This design comes from an exercise in tuning for small area, a short achievable clock period and few clock cycles per item on the open sky130 flow, not from production work.
Function was checked by simulation only, so behaviour that the tests miss may differ from the original.

==> flow/run.sh <==
#!/bin/bash
# synth_recipe.tcl (not shown) runs the flow's synth.tcl, then flattens the netlist and writes it again
# the make line also repeats each setting of config.mk as NAME=value (left out here)
make -C /OpenROAD-flow-scripts/flow DESIGN_CONFIG=/design/flow/config.mk WORK_HOME=/design/flow/orfs CLKGATE_MAP_FILE= SYNTH_SCRIPT=/design/flow/synth_recipe.tcl finish
==> flow/config.mk <==
export PLATFORM = sky130hd
export DESIGN_NAME = idct_top
export DESIGN_NICKNAME = idct_top
export VERILOG_FILES = /design/flow/design.v
export SDC_FILE = /design/flow/constraint.sdc
export NUM_CORES = 4
export LEC_CHECK = 0
export CAP_MARGIN = 20
export CORE_MARGIN = 2
export CORE_UTILIZATION = 40
export SLEW_MARGIN = 20
==> flow/constraint.sdc <==
create_clock -name core_clock -period 12.0 [get_ports {CLOCK_50_I}]
set_input_delay 2.4000 -clock core_clock [delete_from_list [all_inputs] [get_ports {CLOCK_50_I}]]
set_output_delay 2.4000 -clock core_clock [all_outputs]
set_load 0.01 [all_outputs]
==> flow/design.v <==
`timescale 1ns/1ps
`default_nettype none
package idct_pkg;
	typedef logic [17:0] sram_addr_t;
	typedef logic signed [15:0] coef_t;
	typedef logic signed [31:0] acc_t;
	typedef logic [7:0] pixel_t;
	typedef logic [4:0] buf_addr_t;
	typedef logic signed [11:0] cos_t;
	typedef struct packed {
		pixel_t even;
		pixel_t odd;
	} pixel_pair_t;
	typedef struct packed {
		coef_t even;
		coef_t odd;
	} coef_pair_t;
	typedef struct packed {
		buf_addr_t addr;
		coef_pair_t data;
		logic we;
	} ram_port_t;
	typedef enum logic [2:0] {idle, fetch, pass_t, pass_s, write, done} phase_t;
	function automatic cos_t idct_coeff(input logic [2:0] k, input logic [2:0] n);
		case ({k, n})
			6'd0: idct_coeff = 12'sd1448;
			6'd1: idct_coeff = 12'sd1448;
			6'd2: idct_coeff = 12'sd1448;
			6'd3: idct_coeff = 12'sd1448;
			6'd4: idct_coeff = 12'sd1448;
			6'd5: idct_coeff = 12'sd1448;
			6'd6: idct_coeff = 12'sd1448;
			6'd7: idct_coeff = 12'sd1448;
			6'd8: idct_coeff = 12'sd2009;
			6'd9: idct_coeff = 12'sd1703;
			6'd10: idct_coeff = 12'sd1138;
			6'd11: idct_coeff = 12'sd400;
			6'd12: idct_coeff = -12'sd400;
			6'd13: idct_coeff = -12'sd1138;
			6'd14: idct_coeff = -12'sd1703;
			6'd15: idct_coeff = -12'sd2009;
			6'd16: idct_coeff = 12'sd1892;
			6'd17: idct_coeff = 12'sd784;
			6'd18: idct_coeff = -12'sd784;
			6'd19: idct_coeff = -12'sd1892;
			6'd20: idct_coeff = -12'sd1892;
			6'd21: idct_coeff = -12'sd784;
			6'd22: idct_coeff = 12'sd784;
			6'd23: idct_coeff = 12'sd1892;
			6'd24: idct_coeff = 12'sd1703;
			6'd25: idct_coeff = -12'sd400;
			6'd26: idct_coeff = -12'sd2009;
			6'd27: idct_coeff = -12'sd1138;
			6'd28: idct_coeff = 12'sd1138;
			6'd29: idct_coeff = 12'sd2009;
			6'd30: idct_coeff = 12'sd400;
			6'd31: idct_coeff = -12'sd1703;
			6'd32: idct_coeff = 12'sd1448;
			6'd33: idct_coeff = -12'sd1448;
			6'd34: idct_coeff = -12'sd1448;
			6'd35: idct_coeff = 12'sd1448;
			6'd36: idct_coeff = 12'sd1448;
			6'd37: idct_coeff = -12'sd1448;
			6'd38: idct_coeff = -12'sd1448;
			6'd39: idct_coeff = 12'sd1448;
			6'd40: idct_coeff = 12'sd1138;
			6'd41: idct_coeff = -12'sd2009;
			6'd42: idct_coeff = 12'sd400;
			6'd43: idct_coeff = 12'sd1703;
			6'd44: idct_coeff = -12'sd1703;
			6'd45: idct_coeff = -12'sd400;
			6'd46: idct_coeff = 12'sd2009;
			6'd47: idct_coeff = -12'sd1138;
			6'd48: idct_coeff = 12'sd784;
			6'd49: idct_coeff = -12'sd1892;
			6'd50: idct_coeff = 12'sd1892;
			6'd51: idct_coeff = -12'sd784;
			6'd52: idct_coeff = -12'sd784;
			6'd53: idct_coeff = 12'sd1892;
			6'd54: idct_coeff = -12'sd1892;
			6'd55: idct_coeff = 12'sd784;
			6'd56: idct_coeff = 12'sd400;
			6'd57: idct_coeff = -12'sd1138;
			6'd58: idct_coeff = 12'sd1703;
			6'd59: idct_coeff = -12'sd2009;
			6'd60: idct_coeff = 12'sd2009;
			6'd61: idct_coeff = -12'sd1703;
			6'd62: idct_coeff = 12'sd1138;
			6'd63: idct_coeff = -12'sd400;
			default: idct_coeff = 12'sd0;
		endcase
	endfunction
endpackage
`default_nettype wire
`timescale 1ns/1ps
`default_nettype none
module dp_ram (
	input logic CLOCK_50_I,
	input idct_pkg::ram_port_t a,
	input idct_pkg::ram_port_t b,
	output idct_pkg::coef_pair_t q_a,
	output idct_pkg::coef_pair_t q_b
);
	logic [31:0] mem [0:31];
	always_ff @(posedge CLOCK_50_I) begin
		if (a.we) begin
			mem[a.addr] <= a.data;
		end
		if (b.we) begin
			mem[b.addr] <= b.data;
		end
		q_a <= mem[a.addr];
		q_b <= mem[b.addr];
	end
endmodule
`default_nettype wire
`timescale 1ns/1ps
`default_nettype none
module block_transfer (
	input logic CLOCK_50_I,
	input logic Resetn,
	input logic go_fetch,
	input logic go_write,
	input logic [2-1:0] block_x,
	input logic [1-1:0] block_y,
	input logic [15:0] sram_read_data,
	output idct_pkg::sram_addr_t sram_address,
	output logic [15:0] sram_write_data,
	output logic write_en_n,
	output idct_pkg::ram_port_t buf_port,
	input idct_pkg::coef_pair_t buf_q,
	output logic fetch_done,
	output logic write_done
);
	localparam int LAT = 2;
	logic [15:0] rd_word;
	idct_pkg::sram_addr_t src_base, dst_addr;
	logic f_active;
	logic [5:0] f_cnt;
	logic f_v [0:LAT-1];
	logic [5:0] f_idx [0:LAT-1];
	idct_pkg::coef_t even_hold;
	logic bw_we;
	idct_pkg::buf_addr_t bw_addr;
	idct_pkg::coef_pair_t bw_data;
	logic w_active, w_v;
	logic [4:0] w_cnt, w_idx;
	function automatic idct_pkg::pixel_t clip(input idct_pkg::coef_t v);
		if (v < 0) clip = 8'd0;
		else if (v > 255) clip = 8'd255;
		else clip = v[7:0];
	endfunction
	assign rd_word = sram_read_data;
	assign src_base = idct_pkg::sram_addr_t'(0)
		+ idct_pkg::sram_addr_t'({block_y, 3'd0}) * idct_pkg::sram_addr_t'((4 * 8))
		+ idct_pkg::sram_addr_t'({block_x, 3'd0});
	assign dst_addr = idct_pkg::sram_addr_t'(1024)
		+ idct_pkg::sram_addr_t'({block_y, w_idx[4:2]}) * idct_pkg::sram_addr_t'((4 * 4))
		+ idct_pkg::sram_addr_t'({block_x, w_idx[1:0]});
	assign buf_port = {(w_active ? w_cnt : bw_addr), bw_data, bw_we};
	always_ff @(posedge CLOCK_50_I or negedge Resetn) begin
		if (!Resetn) begin
			f_active <= 1'b0;
			f_cnt <= '0;
			for (int i = 0; i < LAT; i++) f_v[i] <= 1'b0;
			bw_we <= 1'b0;
			fetch_done <= 1'b0;
			w_active <= 1'b0;
			w_cnt <= '0;
			w_v <= 1'b0;
			write_en_n <= 1'b1;
			write_done <= 1'b0;
		end else begin
			if (go_fetch) begin
				f_active <= 1'b1;
				f_cnt <= '0;
			end else if (f_active) begin
				f_cnt <= f_cnt + 6'd1;
				if (f_cnt == 6'd63) f_active <= 1'b0;
			end
			f_v[0] <= f_active;
			for (int i = 1; i < LAT; i++) begin
				f_v[i] <= f_v[i-1];
			end
			bw_we <= f_v[LAT-1] && f_idx[LAT-1][0];
			fetch_done <= f_v[LAT-1] && (f_idx[LAT-1] == 6'd63);
			if (go_write) begin
				w_active <= 1'b1;
				w_cnt <= '0;
			end else if (w_active) begin
				w_cnt <= w_cnt + 5'd1;
				if (w_cnt == 5'd31) w_active <= 1'b0;
			end
			w_v <= w_active;
			write_en_n <= !w_v;
			write_done <= w_v && (w_idx == 5'd31);
		end
	end
	always_ff @(posedge CLOCK_50_I) begin
		f_idx[0] <= f_cnt;
		for (int i = 1; i < LAT; i++) begin
			f_idx[i] <= f_idx[i-1];
		end
		if (f_v[LAT-1]) begin
			if (!f_idx[LAT-1][0]) begin
				even_hold <= idct_pkg::coef_t'(rd_word);
			end else begin
				bw_addr <= f_idx[LAT-1][5:1];
				bw_data <= {even_hold, idct_pkg::coef_t'(rd_word)};
			end
		end
		if (go_fetch) begin
			sram_address <= src_base;
		end else if (f_active) begin
			if (f_cnt[2:0] == 3'd7) begin
				sram_address <= sram_address + idct_pkg::sram_addr_t'((4 * 8) - 7);
			end else begin
				sram_address <= sram_address + 18'd1;
			end
		end else if (w_v) begin
			sram_address <= dst_addr;
		end
		w_idx <= w_cnt;
		if (w_v) begin
			sram_write_data <= {clip(buf_q.even), clip(buf_q.odd)};
		end
	end
endmodule
`default_nettype wire
`timescale 1ns/1ps
`default_nettype none
module idct_stage #(
	parameter int SHIFT = 8
) (
	input logic CLOCK_50_I,
	input logic Resetn,
	input logic go,
	output idct_pkg::ram_port_t rd_port,
	output idct_pkg::ram_port_t wr_port,
	input idct_pkg::coef_pair_t rd_q,
	output logic done
);
	logic active;
	logic [7:0] cnt;
	logic s1_v;
	logic [7:0] s1_cnt;
	logic [1:0] s1_m;
	logic [2:0] s1_n;
	logic s1_odd;
	logic [1:0] s1_j;
	idct_pkg::acc_t acc;
	idct_pkg::acc_t prod_even;
	idct_pkg::acc_t prod_odd;
	idct_pkg::acc_t sum;
	idct_pkg::acc_t scaled;
	idct_pkg::coef_t even_hold;
	logic wr_we;
	idct_pkg::buf_addr_t wr_addr;
	idct_pkg::coef_pair_t wr_data;
	assign rd_port = {cnt[7:6], cnt[2:0], 32'd0, 1'b0};
	assign wr_port = {wr_addr, wr_data, wr_we};
	assign {s1_m, s1_n, s1_odd, s1_j} = s1_cnt;
	assign prod_even = idct_pkg::acc_t'(rd_q.even) * idct_pkg::acc_t'(idct_pkg::idct_coeff({s1_j, 1'b0}, s1_n));
	assign prod_odd = idct_pkg::acc_t'(rd_q.odd) * idct_pkg::acc_t'(idct_pkg::idct_coeff({s1_j, 1'b1}, s1_n));
	assign sum = ((s1_j == 2'd0) ? idct_pkg::acc_t'(0) : acc) + prod_even + prod_odd;
	assign scaled = sum >>> SHIFT;
	always_ff @(posedge CLOCK_50_I or negedge Resetn) begin
		if (!Resetn) begin
			active <= 1'b0;
			cnt <= '0;
			s1_v <= 1'b0;
			wr_we <= 1'b0;
			done <= 1'b0;
		end else begin
			if (go) begin
				active <= 1'b1;
				cnt <= '0;
			end else if (active) begin
				cnt <= cnt + 8'd1;
				if (cnt == 8'hff) active <= 1'b0;
			end
			s1_v <= active;
			wr_we <= s1_v && s1_odd && (s1_j == 2'd3);
			done <= s1_v && (s1_cnt == 8'hff);
		end
	end
	always_ff @(posedge CLOCK_50_I) begin
		s1_cnt <= cnt;
		acc <= sum;
		if (s1_j == 2'd3) begin
			if (!s1_odd) begin
				even_hold <= idct_pkg::coef_t'(scaled);
			end else begin
				wr_addr <= {s1_n, s1_m};
				wr_data <= {even_hold, idct_pkg::coef_t'(scaled)};
			end
		end
	end
endmodule
`default_nettype wire
`timescale 1ns/1ps
`default_nettype none
module idct_ctrl (
	input logic CLOCK_50_I,
	input logic Resetn,
	input logic start,
	input logic fetch_done,
	input logic write_done,
	input logic t_done,
	input logic s_done,
	output logic go_fetch,
	output logic go_write,
	output logic go_t,
	output logic go_s,
	output logic [2-1:0] block_x,
	output logic [1-1:0] block_y,
	input idct_pkg::ram_port_t xfer_port,
	input idct_pkg::ram_port_t t_rd_port,
	input idct_pkg::ram_port_t s_wr_port,
	output idct_pkg::ram_port_t a_port_a,
	output idct_pkg::ram_port_t a_port_b,
	output logic finish
);
	idct_pkg::phase_t phase;
	logic last_x;
	logic last_y;
	assign last_x = (block_x == 2'(4 - 1));
	assign last_y = (block_y == 1'(2 - 1));
	assign finish = (phase == idct_pkg::done);
	always_comb begin
		a_port_a = t_rd_port;
		a_port_b = s_wr_port;
		case (phase)
			idct_pkg::fetch: begin
				a_port_a = xfer_port;
				a_port_a.we = 1'b0;
				a_port_b = xfer_port;
			end
			idct_pkg::write: a_port_a = xfer_port;
			default: ;
		endcase
	end
	always_ff @(posedge CLOCK_50_I or negedge Resetn) begin
		if (!Resetn) begin
			phase <= idct_pkg::idle;
			block_x <= '0;
			block_y <= '0;
			go_fetch <= 1'b0;
			go_write <= 1'b0;
			go_t <= 1'b0;
			go_s <= 1'b0;
		end else begin
			go_fetch <= 1'b0;
			go_write <= 1'b0;
			go_t <= 1'b0;
			go_s <= 1'b0;
			case (phase)
				idct_pkg::idle: if (start) begin
					phase <= idct_pkg::fetch;
					go_fetch <= 1'b1;
					block_x <= '0;
					block_y <= '0;
				end
				idct_pkg::fetch: if (fetch_done) begin
					phase <= idct_pkg::pass_t;
					go_t <= 1'b1;
				end
				idct_pkg::pass_t: if (t_done) begin
					phase <= idct_pkg::pass_s;
					go_s <= 1'b1;
				end
				idct_pkg::pass_s: if (s_done) begin
					phase <= idct_pkg::write;
					go_write <= 1'b1;
				end
				idct_pkg::write: if (write_done) begin
					if (last_x && last_y) begin
						phase <= idct_pkg::done;
					end else begin
						phase <= idct_pkg::fetch;
						go_fetch <= 1'b1;
						if (last_x) begin
							block_x <= '0;
							block_y <= block_y + 1'(1);
						end else begin
							block_x <= block_x + 2'(1);
						end
					end
				end
				idct_pkg::done: phase <= idct_pkg::idle;
				default: phase <= idct_pkg::idle;
			endcase
		end
	end
endmodule
`default_nettype wire
`timescale 1ns/1ps
`default_nettype none
module idct_top (
	input logic CLOCK_50_I,
	input logic Resetn,
	input logic start,
	input logic [15:0] sram_read_data,
	output logic [15:0] sram_write_data,
	output idct_pkg::sram_addr_t sram_address,
	output logic write_en_n,
	output logic finish
);
	logic go_fetch, go_write, go_t, go_s;
	logic fetch_done, write_done, t_done, s_done;
	logic [2-1:0] block_x;
	logic [1-1:0] block_y;
	idct_pkg::ram_port_t xfer_port, t_rd_port, s_wr_port;
	idct_pkg::ram_port_t a_port_a, a_port_b;
	idct_pkg::ram_port_t t_wr_port, s_rd_port;
	idct_pkg::coef_pair_t a_q_a, b_q_b;
	idct_ctrl ctrl (.*);
	block_transfer xfer (
		.*,
		.sram_write_data(sram_write_data),
		.buf_port(xfer_port),
		.buf_q(a_q_a)
	);
	dp_ram buf_a (
		.CLOCK_50_I,
		.a(a_port_a),
		.b(a_port_b),
		.q_a(a_q_a),
		.q_b()
	);
	dp_ram buf_b (
		.CLOCK_50_I,
		.a(t_wr_port),
		.b(s_rd_port),
		.q_a(),
		.q_b(b_q_b)
	);
	idct_stage #(.SHIFT(8)) stage_t (
		.CLOCK_50_I, .Resetn,
		.go(go_t), .done(t_done),
		.rd_port(t_rd_port), .rd_q(a_q_a),
		.wr_port(t_wr_port)
	);
	idct_stage #(.SHIFT(16)) stage_s (
		.CLOCK_50_I, .Resetn,
		.go(go_s), .done(s_done),
		.rd_port(s_rd_port), .rd_q(b_q_b),
		.wr_port(s_wr_port)
	);
endmodule
`default_nettype wire
==> reports/results.ini <==
[clock_tree]
cts-hold-fix-buffers = 0
root_buffer = clkbuf_16
clock_latency_ns = 0.90
numCtsBuffers = 269
post_cts_buffers = 0
cts.sinks = 2448
cts_tree = done
clk_pin_slew_ns = 0.06
post_cts_resized = 0
htree_levels = 5
clock_path_buffers = 4

[timing]
setup_tns_ns = 0
setup_viol = 0
worst_clock_skew_ns = 0.07798
whs_ns = 0.3245
grt_setup_unrepaired = false
hold_viol_final = 0
worst_slack_ns = 1.570
drv_slew = 0
worst_pin_slew_ns = 1.156
timing.fmax_ghz = 0.09588
post-route-period-util = 0.8692
slew_headroom = 0.2267
fin_crit_ns = 10.43

[grt]
antenna_found_initial = 20
track_usage = 0.2243
grt_overflow = 0
grt_pass1_vias = 80820
grt_first_pass_wirelength_um = 546600
grt_max_degree = 133

[place]
gp_congestion = 0.8424
dp_hpwl_um = 221800
portBuffers = 54
place_ws_ns = 1.627

[floorplanning]
initial_core_util = 0.4027
die_area_sq_um = 328400
io_pins = 55
die_h_um = 573.1
core_sq_um = 321700
num_rows = 208
die_w_um = 573.1

[synthesis]
seq_area_frac_synth = 0.5535
synthMuxAreaShare = 0.1168
syn_nets = 10610
synth-compound-area-share = 0.06513
synth_seq_cells = 2448
avgSynthCellArea_sq_um = 13.42
synth_xor_area_frac = 0.01400
postSynthCellCount = 9656
synth_top_family_by_area = adder cells
synth-simple-area-share = 0.07868
synth_fa_ha_area_frac = 0.1272
synth.distinct_cells = 81
synth_edf_count = 2241
synthArstFlopShare = 0.02206
syn_area_sq_um = 129500
synth_warnings = 7
synth_ff_type = edfxtp_1

[layout]
drive_gt1_frac = 0.1458
mostFrequentLayoutCells = edfxtp_1, nand2_1, o21ai_0
register_area_sq_um = 71730
multi_input_area_sq_um = 53040
final_common_cell = edfxtp_1
synthToLayoutAreaGrowth_pct = 10.96
fillers = 28550
fin_nets = 10430

[critical_path]
critPathMaxFanout = 26
cp_common_cell = fa_1
crit_required_ns = 12.60
worstPathArrival_ns = 11.03
worstSetupStartpointType = register
cpLargestDelayFamily = adder cells
critPathMaxStageDelay_ns = 0.84
path_class = reg2reg
cpMaxStageDelayCell = dfxtp_1
end_kind = register
critPathBufInv = 4

[min_path]
hold_path.class = reg2reg

[run_status]
status = complete, no violations

[routing]
drc_errors = 0
wl_um = 371300
viasPerCell = 5.693
wl_per_cell_um = 26.50
ant_nets = 0
vias = 79770
first_pass_iters = 8
first_iter_violations = 8869

[job]
maxCapViolations = 0

routing by layer:
| layer | part of all wire | global-route usage |
|---|---|---|
| met3 | 0.087 | 0.03624 |
| met4 | 0.039 | 0.08725 |
| met5 | 0.000019 | 0 |
| met2 | 0.48 | 0.3657 |
| met1 | 0.40 | 0.3012 |
synth_stat cells, types with 36 or more instances:
library cell / n / area share
nor2_1: 247 / 0.0072
mux4_2: 577 / 0.10
and2_1: 252 / 0.012
and3_1: 52 / 0.0025
nand3_1: 48 / 0.0019
nand4_1: 49 / 0.0024
mux2i_1: 177 / 0.014
nand2_1: 1411 / 0.041
nor2b_1: 58 / 0.0028
clkbuf_1: 480 / 0.014
a21oi_1: 149 / 0.0058
o21ai_1: 46 / 0.0018
dfrtp_1: 53 / 0.010
dfxtp_1: 153 / 0.024
xnor2_1: 136 / 0.0092
nor3_1: 46 / 0.0018
buf_1: 86 / 0.0025
a22oi_1: 135 / 0.0078
a21o_1: 36 / 0.0021
edfxtp_1: 2241 / 0.52
ha_1: 295 / 0.028
inv_1: 766 / 0.022
fa_1: 639 / 0.099
buf_2: 142 / 0.0055
xor2_1: 66 / 0.0045
o21ai_0: 982 / 0.038
nand2b_1: 45 / 0.0022
worst paths after layout:
path,start,endpoint,slack [ns],cells after the start
worst max-delay path,stage_s.s1_cnt[1],stage_s.wr_data[15],1.57,31
min in group asynchronous,Resetn,xfer.f_v[0],1.69,2
worst max register to register,stage_s.s1_cnt[1],stage_s.wr_data[15],1.57,31
worst min-delay path,xfer.f_idx[0][5],xfer.f_idx[1][5],0.32,0
max in group asynchronous,Resetn,stage_s.cnt[6],9.64,2
worst min register to register,xfer.f_idx[0][5],xfer.f_idx[1][5],0.32,0
metrics by stage:
stage	std cells	cell area, sq um	util
3_3_place_gp	13510	135200	0.4203
6_report	14010	143700	0.4469
4_1_cts	13980	143600	0.4465
2_1_floorplan	9656	129500	-
3_5_place_dp	13510	135200	0.4204
5_1_grt	14010	143700	0.4469
area by class of cell:
cell class | instances | area share
inverter | 767 | 0.02003
clock inverter | 120 | 0.007773
antenna | 31 | 0.0005397
timing repair buffer | 266 | 0.01555
sequential | 2448 | 0.4990
tap | 4305 | 0.03747
clock buffer | 350 | 0.05068
multi-input combinational | 5725 | 0.3690
cell families after synthesis:
group / after synthesis
adder cells (fa/ha/maj): 934
flip-flops: 2448
XOR/XNOR: 204
AO/OA/AOI/OAI: 1507
multiplexers: 786
buffers and inverters: 1483
AND/OR/NAND/NOR: 2294
state kept, by name, summed over array words and instances, names as in the netlist, 12 cells and up:
signal	flops
buf_a.q_a	32
xfer.sram_write_data	16
stage_t.even_hold	16
stage_s.even_hold	16
xfer.sram_address	18
stage_t.acc	24
buf_b.q_b	32
xfer.f_idx	12
xfer.bw_data	32
stage_t.wr_data	32
buf_a.mem	1024
xfer.even_hold	16
buf_b.mem	1024
stage_s.wr_data	32
stage_s.acc	32
Testbench counts, summed over its fixed seeds: cycles 159,040, images 32.

==> static timing again, ports no longer ideal <==
How much do the figures lean on ideal ports? The routed layout below was timed once more, with nothing changed but the port constraints.
Step 1 (the two cells are an assumption about what drives the block):
set clk [get_ports {CLOCK_50_I}]
set_driving_cell -lib_cell sky130_fd_sc_hd__clkbuf_16 $clk
set_driving_cell -lib_cell sky130_fd_sc_hd__buf_2 [delete_from_list [all_inputs] $clk]
Step 2 also shifts input and output timing later by t, the mid clock arrival at the registers, as if the neighbouring blocks saw the same clock.
a / b / c = ideal / step 1 / step 2; a / b = the first two.
t, ns: 0.952
slack for setup (ns): 1.570 / 1.570 / 1.570
worst setup path at the end: register to register
slew at the worst register clock pin (ns): 0.07 / 0.07
worst data-port slew with drivers (ns): 0.12
After both steps this run still meets setup and hold. The setup slack of this run moves by 0.000 ns with the drivers and by 0.000 ns with both steps.
